This design comes from an exercise in tuning for small area and a short achievable clock period on the open sky130 flow, not from production work.
In this exercise RTL edits were held to simulation tests only and were not proved equivalent to the original.
Power is estimated from default activity; no workload was simulated.

## run.sh

```bash
#!/bin/bash
# synth_recipe.tcl (not shown) runs the flow's synth.tcl, then flattens the netlist and writes it again
# the make line also repeats each setting of config.mk as NAME=value (left out here)
make -C /OpenROAD-flow-scripts/flow DESIGN_CONFIG=/design/flow/config.mk WORK_HOME=/design/flow/orfs CLKGATE_MAP_FILE= SYNTH_SCRIPT=/design/flow/synth_recipe.tcl finish
```

## config.mk

```make
export PLATFORM = sky130hd
export DESIGN_NAME = ex_top
export DESIGN_NICKNAME = ex_top
export VERILOG_FILES = /design/flow/design.v
export SDC_FILE = /design/flow/constraint.sdc
export NUM_CORES = 4
export LEC_CHECK = 0
export CAP_MARGIN = 20
export CORE_MARGIN = 2
export CORE_UTILIZATION = 40
export SLEW_MARGIN = 20
```

## constraint.sdc

```tcl
create_clock -name core_clock -period 5.5 [get_ports {clk}]
set_input_delay 1.1000 -clock core_clock [delete_from_list [all_inputs] [get_ports {clk}]]
set_output_delay 1.1000 -clock core_clock [all_outputs]
set_load 0.01 [all_outputs]
```

## design.v

```verilog
package ex_pkg;
	typedef enum logic [2:0] {
		ALU_PASS_B = 3'b000,
		ALU_ADD    = 3'b010,
		ALU_SUB    = 3'b011,
		ALU_AND    = 3'b100,
		ALU_OR     = 3'b101,
		ALU_XOR    = 3'b110
	} alu_op_t;
	typedef enum logic [2:0] {
		BR_NONE   = 3'd0,
		BR_UNCOND = 3'd1,
		BR_CBZ    = 3'd2,
		BR_CBNZ   = 3'd3,
		BR_COND   = 3'd4
	} br_kind_t;
	typedef enum logic [3:0] {
		COND_EQ = 4'b0000,
		COND_NE = 4'b0001,
		COND_MI = 4'b0100,
		COND_GE = 4'b1010,
		COND_LT = 4'b1011,
		COND_AL = 4'b1110
	} cond_t;
endpackage
`timescale 1ns/1ps
module ex_operand_stage #(
	parameter int DATA_WIDTH = 64
) (
	input  logic                  clk,
	input  logic                  reset,
	input  logic                  issue,
	input  logic [DATA_WIDTH-1:0] read_data1,
	input  logic [DATA_WIDTH-1:0] read_data2,
	input  logic [DATA_WIDTH-1:0] imm,
	input  logic [DATA_WIDTH-1:0] pc,
	input  logic [DATA_WIDTH-1:0] br_offset,
	input  ex_pkg::alu_op_t               alu_op,
	input  logic                  alu_src,
	input  logic                  set_flags,
	input  ex_pkg::br_kind_t              br_kind,
	input  ex_pkg::cond_t                 cond,
	output logic                  op_valid,
	output logic [DATA_WIDTH-1:0] operand_a,
	output logic [DATA_WIDTH-1:0] operand_b,
	output logic [DATA_WIDTH-1:0] store_operand,
	output logic [DATA_WIDTH-1:0] pc_q,
	output logic [DATA_WIDTH-1:0] br_offset_q,
	output ex_pkg::alu_op_t               alu_op_q,
	output logic                  set_flags_q,
	output ex_pkg::br_kind_t              br_kind_q,
	output ex_pkg::cond_t                 cond_q
);
	always_ff @(posedge clk) begin
		if (reset)
			op_valid <= 1'b0;
		else
			op_valid <= issue;
	end
	always_ff @(posedge clk) begin
		if (issue) begin
			operand_a     <= read_data1;
			operand_b     <= alu_src ? imm : read_data2;
			store_operand <= read_data2;
			pc_q          <= pc;
			br_offset_q   <= br_offset;
			alu_op_q      <= alu_op;
			set_flags_q   <= set_flags;
			br_kind_q     <= br_kind;
			cond_q        <= cond;
		end
	end
endmodule
`timescale 1ns/1ps
module ex_alu #(
	parameter int DATA_WIDTH = 64
) (
	input  logic [DATA_WIDTH-1:0] a,
	input  logic [DATA_WIDTH-1:0] b,
	input  ex_pkg::alu_op_t               op,
	output logic [DATA_WIDTH-1:0] result,
	output logic                  negative,
	output logic                  zero,
	output logic                  overflow,
	output logic                  carry_out
);
	localparam int MSB = DATA_WIDTH - 1;
	logic                  is_sub;
	logic [DATA_WIDTH-1:0] b_adj;
	logic [DATA_WIDTH:0]   sum_ext;
	logic [DATA_WIDTH-1:0] sum;
	logic                  sum_carry;
	logic                  sum_ovf;
	assign is_sub = (op == ex_pkg::ALU_SUB);
	assign b_adj   = is_sub ? ~b : b;
	assign sum_ext = {1'b0, a} + {1'b0, b_adj} + {{DATA_WIDTH{1'b0}}, is_sub};
	assign sum       = sum_ext[MSB:0];
	assign sum_carry = sum_ext[DATA_WIDTH];
	assign sum_ovf = (a[MSB] == b_adj[MSB]) && (sum[MSB] != a[MSB]);
	always_comb begin
		result    = b;
		carry_out = 1'b0;
		overflow  = 1'b0;
		case (op)
			ex_pkg::ALU_ADD,
			ex_pkg::ALU_SUB: begin
				result    = sum;
				carry_out = sum_carry;
				overflow  = sum_ovf;
			end
			ex_pkg::ALU_AND: begin
				result = a & b;
			end
			ex_pkg::ALU_OR: begin
				result = a | b;
			end
			ex_pkg::ALU_XOR: begin
				result = a ^ b;
			end
			default: begin
				result = b;
			end
		endcase
	end
	assign negative = result[MSB];
	assign zero     = (result == '0);
endmodule
`timescale 1ns/1ps
module ex_branch_unit #(
	parameter int DATA_WIDTH = 64
) (
	input  logic [DATA_WIDTH-1:0] pc,
	input  logic [DATA_WIDTH-1:0] br_offset,
	input  logic [DATA_WIDTH-1:0] store_operand,
	input  ex_pkg::br_kind_t              kind,
	input  ex_pkg::cond_t                 cond,
	input  logic                  negative,
	input  logic                  zero,
	input  logic                  overflow,
	output logic [DATA_WIDTH-1:0] target,
	output logic                  taken
);
	logic [DATA_WIDTH-1:0] byte_offset;
	logic                  rt_zero;
	logic                  cond_true;
	assign byte_offset = {br_offset[DATA_WIDTH-3:0], 2'b00};
	assign target      = pc + byte_offset;
	assign rt_zero = (store_operand == '0);
	always_comb begin
		case (cond)
			ex_pkg::COND_EQ: cond_true = zero;
			ex_pkg::COND_NE: cond_true = ~zero;
			ex_pkg::COND_LT: cond_true = (negative != overflow);
			ex_pkg::COND_GE: cond_true = (negative == overflow);
			ex_pkg::COND_MI: cond_true = negative;
			ex_pkg::COND_AL: cond_true = 1'b1;
			default: cond_true = 1'b0;
		endcase
	end
	always_comb begin
		case (kind)
			ex_pkg::BR_UNCOND: begin
				taken = 1'b1;
			end
			ex_pkg::BR_CBZ: begin
				taken = rt_zero;
			end
			ex_pkg::BR_CBNZ: begin
				taken = ~rt_zero;
			end
			ex_pkg::BR_COND: begin
				taken = cond_true;
			end
			default: begin
				taken = 1'b0;
			end
		endcase
	end
endmodule
`timescale 1ns/1ps
module ex_result_stage #(
	parameter int DATA_WIDTH = 64
) (
	input  logic                  clk,
	input  logic                  reset,
	input  logic                  op_valid,
	input  logic                  set_flags,
	input  logic [DATA_WIDTH-1:0] alu_result_in,
	input  logic [3:0]            alu_flags_in,
	input  logic [DATA_WIDTH-1:0] store_operand,
	input  logic [DATA_WIDTH-1:0] target_in,
	input  logic                  taken_in,
	output logic                  result_valid,
	output logic [DATA_WIDTH-1:0] alu_result,
	output logic [DATA_WIDTH-1:0] store_data,
	output logic [DATA_WIDTH-1:0] br_target,
	output logic                  br_taken,
	output logic                  negative,
	output logic                  zero,
	output logic                  overflow,
	output logic                  carry_out
);
	always_ff @(posedge clk) begin
		if (reset) begin
			result_valid <= 1'b0;
			br_taken     <= 1'b0;
		end else begin
			result_valid <= op_valid;
			br_taken     <= op_valid & taken_in;
		end
	end
	always_ff @(posedge clk) begin
		if (op_valid) begin
			alu_result <= alu_result_in;
			store_data <= store_operand;
			br_target  <= target_in;
		end
	end
	always_ff @(posedge clk) begin
		if (reset) begin
			negative  <= 1'b0;
			zero      <= 1'b0;
			overflow  <= 1'b0;
			carry_out <= 1'b0;
		end else if (op_valid && set_flags) begin
			negative  <= alu_flags_in[3];
			zero      <= alu_flags_in[2];
			overflow  <= alu_flags_in[1];
			carry_out <= alu_flags_in[0];
		end
	end
endmodule
`timescale 1ns/1ps
module ex_top #(
	parameter int DATA_WIDTH = 64
) (
	input  logic                  clk,
	input  logic                  reset,
	input  logic                  issue,
	input  logic [DATA_WIDTH-1:0] read_data1,
	input  logic [DATA_WIDTH-1:0] read_data2,
	input  logic [DATA_WIDTH-1:0] pc,
	input  logic [DATA_WIDTH-1:0] imm,
	input  logic [DATA_WIDTH-1:0] br_offset,
	input  ex_pkg::alu_op_t               alu_op,
	input  logic                  alu_src,
	input  logic                  set_flags,
	input  ex_pkg::br_kind_t              br_kind,
	input  ex_pkg::cond_t                 cond,
	output logic                  result_valid,
	output logic [DATA_WIDTH-1:0] alu_result,
	output logic [DATA_WIDTH-1:0] store_data,
	output logic [DATA_WIDTH-1:0] br_target,
	output logic                  br_taken,
	output logic                  negative,
	output logic                  zero,
	output logic                  overflow,
	output logic                  carry_out
);
	logic                  op_valid;
	logic [DATA_WIDTH-1:0] operand_a;
	logic [DATA_WIDTH-1:0] operand_b;
	logic [DATA_WIDTH-1:0] store_operand;
	logic [DATA_WIDTH-1:0] pc_q;
	logic [DATA_WIDTH-1:0] br_offset_q;
	ex_pkg::alu_op_t               alu_op_q;
	logic                  set_flags_q;
	ex_pkg::br_kind_t              br_kind_q;
	ex_pkg::cond_t                 cond_q;
	logic [DATA_WIDTH-1:0] alu_out;
	logic                  alu_n;
	logic                  alu_z;
	logic                  alu_v;
	logic                  alu_c;
	logic [DATA_WIDTH-1:0] target;
	logic                  taken;
	ex_operand_stage #(.DATA_WIDTH(DATA_WIDTH)) u_operand (
		.clk(clk), .reset(reset), .issue(issue),
		.read_data1(read_data1), .read_data2(read_data2), .imm(imm),
		.pc(pc), .br_offset(br_offset), .alu_op(alu_op), .alu_src(alu_src),
		.set_flags(set_flags), .br_kind(br_kind), .cond(cond),
		.op_valid(op_valid), .operand_a(operand_a), .operand_b(operand_b),
		.store_operand(store_operand), .pc_q(pc_q), .br_offset_q(br_offset_q),
		.alu_op_q(alu_op_q), .set_flags_q(set_flags_q), .br_kind_q(br_kind_q),
		.cond_q(cond_q)
	);
	ex_alu #(.DATA_WIDTH(DATA_WIDTH)) u_alu (
		.a(operand_a), .b(operand_b), .op(alu_op_q), .result(alu_out),
		.negative(alu_n), .zero(alu_z), .overflow(alu_v), .carry_out(alu_c)
	);
	ex_branch_unit #(.DATA_WIDTH(DATA_WIDTH)) u_branch (
		.pc(pc_q), .br_offset(br_offset_q), .store_operand(store_operand),
		.kind(br_kind_q), .cond(cond_q), .negative(negative), .zero(zero),
		.overflow(overflow), .target(target), .taken(taken)
	);
	ex_result_stage #(.DATA_WIDTH(DATA_WIDTH)) u_result (
		.clk(clk), .reset(reset), .op_valid(op_valid), .set_flags(set_flags_q),
		.alu_result_in(alu_out), .alu_flags_in({alu_n, alu_z, alu_v, alu_c}),
		.store_operand(store_operand), .target_in(target), .taken_in(taken),
		.result_valid(result_valid), .alu_result(alu_result),
		.store_data(store_data), .br_target(br_target), .br_taken(br_taken),
		.negative(negative), .zero(zero), .overflow(overflow),
		.carry_out(carry_out)
	);
endmodule
```

==> notes.md <==
## cells by family (layout without fill, tap and decap cells)
kind of cell             after synthesis  in the layout  share of synthesized area (%)
AO/OA/AOI/OAI                        696            696                          15.11
XOR/XNOR                             143            143                          4.155
adder cells (fa/ha/maj)              269            269                          11.22
buffers and inverters                295            919                          3.782
flip-flops                           528            528                          52.37
multiplexers                          93             93                          3.902
other                                  0              3                              0
AND/OR/NAND/NOR                      573            573                          9.457
## state kept, by name, indices dropped and copies added (netlist names), 3 cells and up
signal                   flops
u_operand.operand_a         64
u_operand.operand_b         64
u_operand.pc_q              64
u_operand.store_operand     64
u_result.alu_result         64
u_result.br_target          64
u_result.store_data         64
u_operand.br_offset_q       62
u_operand.cond_q             4
u_operand.alu_op_q           3
u_operand.br_kind_q          3
## power by group
part | switching, uW | internal, uW
Combinational | 1960 | 1560
Clock | 1690 | 2280
Sequential | 257 | 4910
Total | 3910 | 8750
## cell type report
cell class,count,area share (%)
diodes,3,0.01926
clock buffers,67,3.809
clock inverters,42,1.146
inverters,193,1.858
multi-input cells,1774,34.10
flip-flops and latches,528,40.50
well taps,969,3.110
repair buffers,617,15.46
## per-layer routing
metal	routed length [um]	GRT usage [%]	up-vias
met5	322	0	-
met1	43310	33.45	11380
li1	-	-	10950
met4	2109	5.707	52
met2	48650	42.98	783
met3	7311	6.254	177
## final timing paths
check                                to  slack [ns]  cells past startpoint
hold / removal    u_result.br_target[1]        0.42                      0
setup reg to reg          u_result.zero        0.18                     18
hold reg to reg   u_result.br_target[1]        0.42                      0
setup / recovery          u_result.zero        0.18                     18
## worst max-delay path, delay by kind of cell (launching register included)
family	cells	cell delay (ns)
flops	1	0.44
buf+inv	2	0.33
fa+ha+maj	1	0.40
compound gates	7	2.14
xor+xnor	2	0.34
simple gates	6	1.55
## what timing repair did
| action | CTS | global route |
|---|---|---|
| endpoints found under the setup margin | 0 | 1 |
| endpoints found under the hold margin | 0 | 0 |
| resized for setup | 0 | 7 |
| setup buffers | 0 | 2 |
## synthesized netlist by cell type, types with 7 or more instances
library cell / n / area share (%)
a2111oi_0: 8 / 0.23
a211o_1: 10 / 0.29
a211oi_1: 34 / 0.85
a21boi_0: 11 / 0.27
a21o_1: 66 / 1.6
a21oi_1: 161 / 2.7
a221o_1: 7 / 0.23
a221oi_1: 8 / 0.23
a22oi_1: 46 / 1.1
a31oi_1: 13 / 0.27
a32oi_1: 9 / 0.26
a41oi_1: 8 / 0.23
and2_1: 14 / 0.29
and3_1: 15 / 0.31
buf_2: 17 / 0.28
clkbuf_1: 78 / 0.97
dfxtp_1: 7 / 0.46
edfxtp_1: 521 / 52
ha_1: 267 / 11
inv_1: 192 / 2.4
mux2_2: 66 / 2.5
mux2i_1: 14 / 0.46
mux4_2: 13 / 0.97
nand2_1: 163 / 2.0
nand2b_1: 25 / 0.52
nand3_1: 56 / 0.93
nand4_1: 34 / 0.71
nor2_1: 123 / 1.5
nor2b_1: 29 / 0.60
nor3_1: 27 / 0.45
nor3b_1: 12 / 0.30
nor4_1: 23 / 0.48
o211ai_1: 19 / 0.47
o21a_1: 19 / 0.47
o21ai_0: 179 / 3.0
o21bai_1: 13 / 0.32
o22ai_1: 15 / 0.31
o31ai_1: 8 / 0.20
or3_1: 16 / 0.33
or4_1: 10 / 0.25
xnor2_1: 114 / 3.3
xor2_1: 29 / 0.84
## through the flow
step | cell area (um^2) | cells | hold slack [ns] | total power [uW]
2_1_floorplan | 30260 | 2597 | 0.4003 | 7167
3_3_place_gp | 36990 | 4079 | 0.4168 | 8679
3_5_place_dp | 36990 | 4079 | 0.4197 | 8719
4_1_cts | 38920 | 4188 | 0.4225 | 12740
5_1_grt | 38980 | 4192 | 0.4315 | 13280
6_report | 38990 | 4193 | 0.4187 | 12660
==> metrics.md <==
| Metric | Value |
|---|---|
| Final ANT Viol Nets | 0 |
| Port Buffers | between 500 and 600 |
| Initial Utilization | 40.42% |
| Via count | about 23000 |
| Wire length per cell | ~24 um |
| Htree depth | 2 |
| DRT Pass-1 Iters | 6 |
| Row cnt | 100 |
| Layout Skew | ~0.042 ns |
| Commonest non-fill, non-tap cells in the layout | 528 x clkdlybuf4s50_1, 521 x edfxtp_1, 267 x ha_1 |
| Worst EP arrival | about 5.9 ns |
| FMAX | ~190 MHz |
| Overall routed net length | roughly 100000 um |
| Tot GR Track Use | between 20% and 30% |
| Setup TNS | 0 ns |
| Initial antenna violation count | 32 |
| Residual DRC count | 0 |
| Initial DRC Count | about 1700 |
| RSZ-0062 raised after global routing | no |
| Max VDD drop | 0.2851 mV |
| Share of cells above drive strength 1 | a little under a tenth |
| Register area | around 16000 um^2 |
| Setup CP Type | reg -> reg |
| Setup slack after layout | between 0.15 and 0.2 ns |
| Critical Path RT | ~6.1 ns |
| Die Ht | 278.5 um |
| Final Cycle Share | roughly 97% |
| Detailed placer's ending HPWL | about 80000 um |
| Setup violators final | 0 |
| CP max stage delay | 0.67 ns |
| I/O pin count | around 530 |
| Largest net degree at the start of global routing | 164 |
| Synth warnings | 4 |
| EDFF count, synth | ~520 |
| Slew Limit Fails | 0 |
| Core area | ~75000 um^2 |
| Die Wd | 278.5 um |
| Worst skew pair latency | approximately 0.64 ns |
| Max-cap violations | 0 |
| Place WS | 0.1694 ns |
| Clock-pin slew on the worst setup and hold paths | 0.06 ns |
| Multi-input gate area | around 13000 um^2 |
| Commonest non-fill, non-tap cell in the layout | clkdlybuf4s50_1 |
| Main synth FF type | edfxtp_1 |
| Crit-path slowest cell | or4_1 |
| Post-layout util | 52.28% |
| Global-route wire length before repair | between 100000 and 150000 um |
| Ys async rst share | 0% |
| Slew margin rel. | 33.90% |
| Status | timing/DRC/antenna clean |
| Final Hold Vio Count | 0 |
| Crit start category | flip-flop |
| Area delta synth->final | 29.35% |
| CTS tree | built |
| Mapped Nets | ~3200 |
| FILL cells | approximately 6500 |
| Post-synthesis sequential element count | ~530 |
| Worst setup startpoint | u_operand.alu_op_q[2] |
| Via density | 5.566 |
| Gate Count Post-Synth | between 2000 and 3000 |
| Worst hold path startpoint | u_operand.pc_q[1] |
| Layout net count | between 3000 and 4000 |
| PD cells | 324.7 nW/um^2 |
| Area of the die | between 70000 and 80000 um^2 |
| TritonCTS buffer count | just under 60 |
| FF-to-FF Start | u_operand.alu_op_q[2] |
| Total global routing overflow | 0 |
| Placer Congestion | 0.9242 |
| Fin crit period | between 5 and 6 ns |
| Post-synthesis area per instance | between 10 and 15 um^2 |
| Crit end category | flip-flop |
| Hold Buf Count CTS | 0 |
| Vias in the first global route | between 20000 and 25000 |
| Worst hold path type | reg -> reg |
| Seq/Total Area, Yosys | 52.37% |
| Clock sinks | approximately 530 |
| Root buffer cell | clkbuf_16 |
| Yosys cell types | 87 |
| P_leak | 0.01504 uW |
| Worst slew pin tran | 0.9791 ns |
| CTS max path bufs | 3 |
| Crit Path Max Fanout | 23 |
| Worst-path cell chain | nor2b_4 > nand2_8 > buf_12 > xnor2_1 > ha_1 > a21o_1 > o21bai_1 > a31o_2 > a2111oi_4 > o21ai_0 > xor2_1 > a21oi_1 > o2111ai_1 > or4_1 > nor4_2 > buf_4 > nand4_1 > nand2_1 |
| Post-Syn Area | roughly 30000 um^2 |

[static timing again, ports no longer ideal]
No port has a modelled driver above. Below, the same layout with a new extraction and two added sets of constraints. Step 1 (the two cells are an assumption about what drives the block):
set clk [get_ports {clk}]
set_driving_cell -lib_cell sky130_fd_sc_hd__clkbuf_16 $clk
set_driving_cell -lib_cell sky130_fd_sc_hd__buf_2 [delete_from_list [all_inputs] $clk]
Step 2 adds t to the input delays and takes it off the output delays; t is the mean of the earliest and latest rising clock arrival at the registers after step 1. Input paths then give back, and output paths get back, about the clock's delay inside the block. Slacks: no drivers / after step 1 / after step 2; pairs: no drivers / after step 1.
t (ns): 0.686
setup WS [ns]: 0.181 / 0.181 / 0.181
latest minus earliest clock arrival (ns): 0.044 / 0.043
cell pins on the clock port's net: 1
After both steps this run still meets setup and hold. For this run, drivers alone change the setup slack by 0.000 ns; drivers and shift together by 0.000 ns.
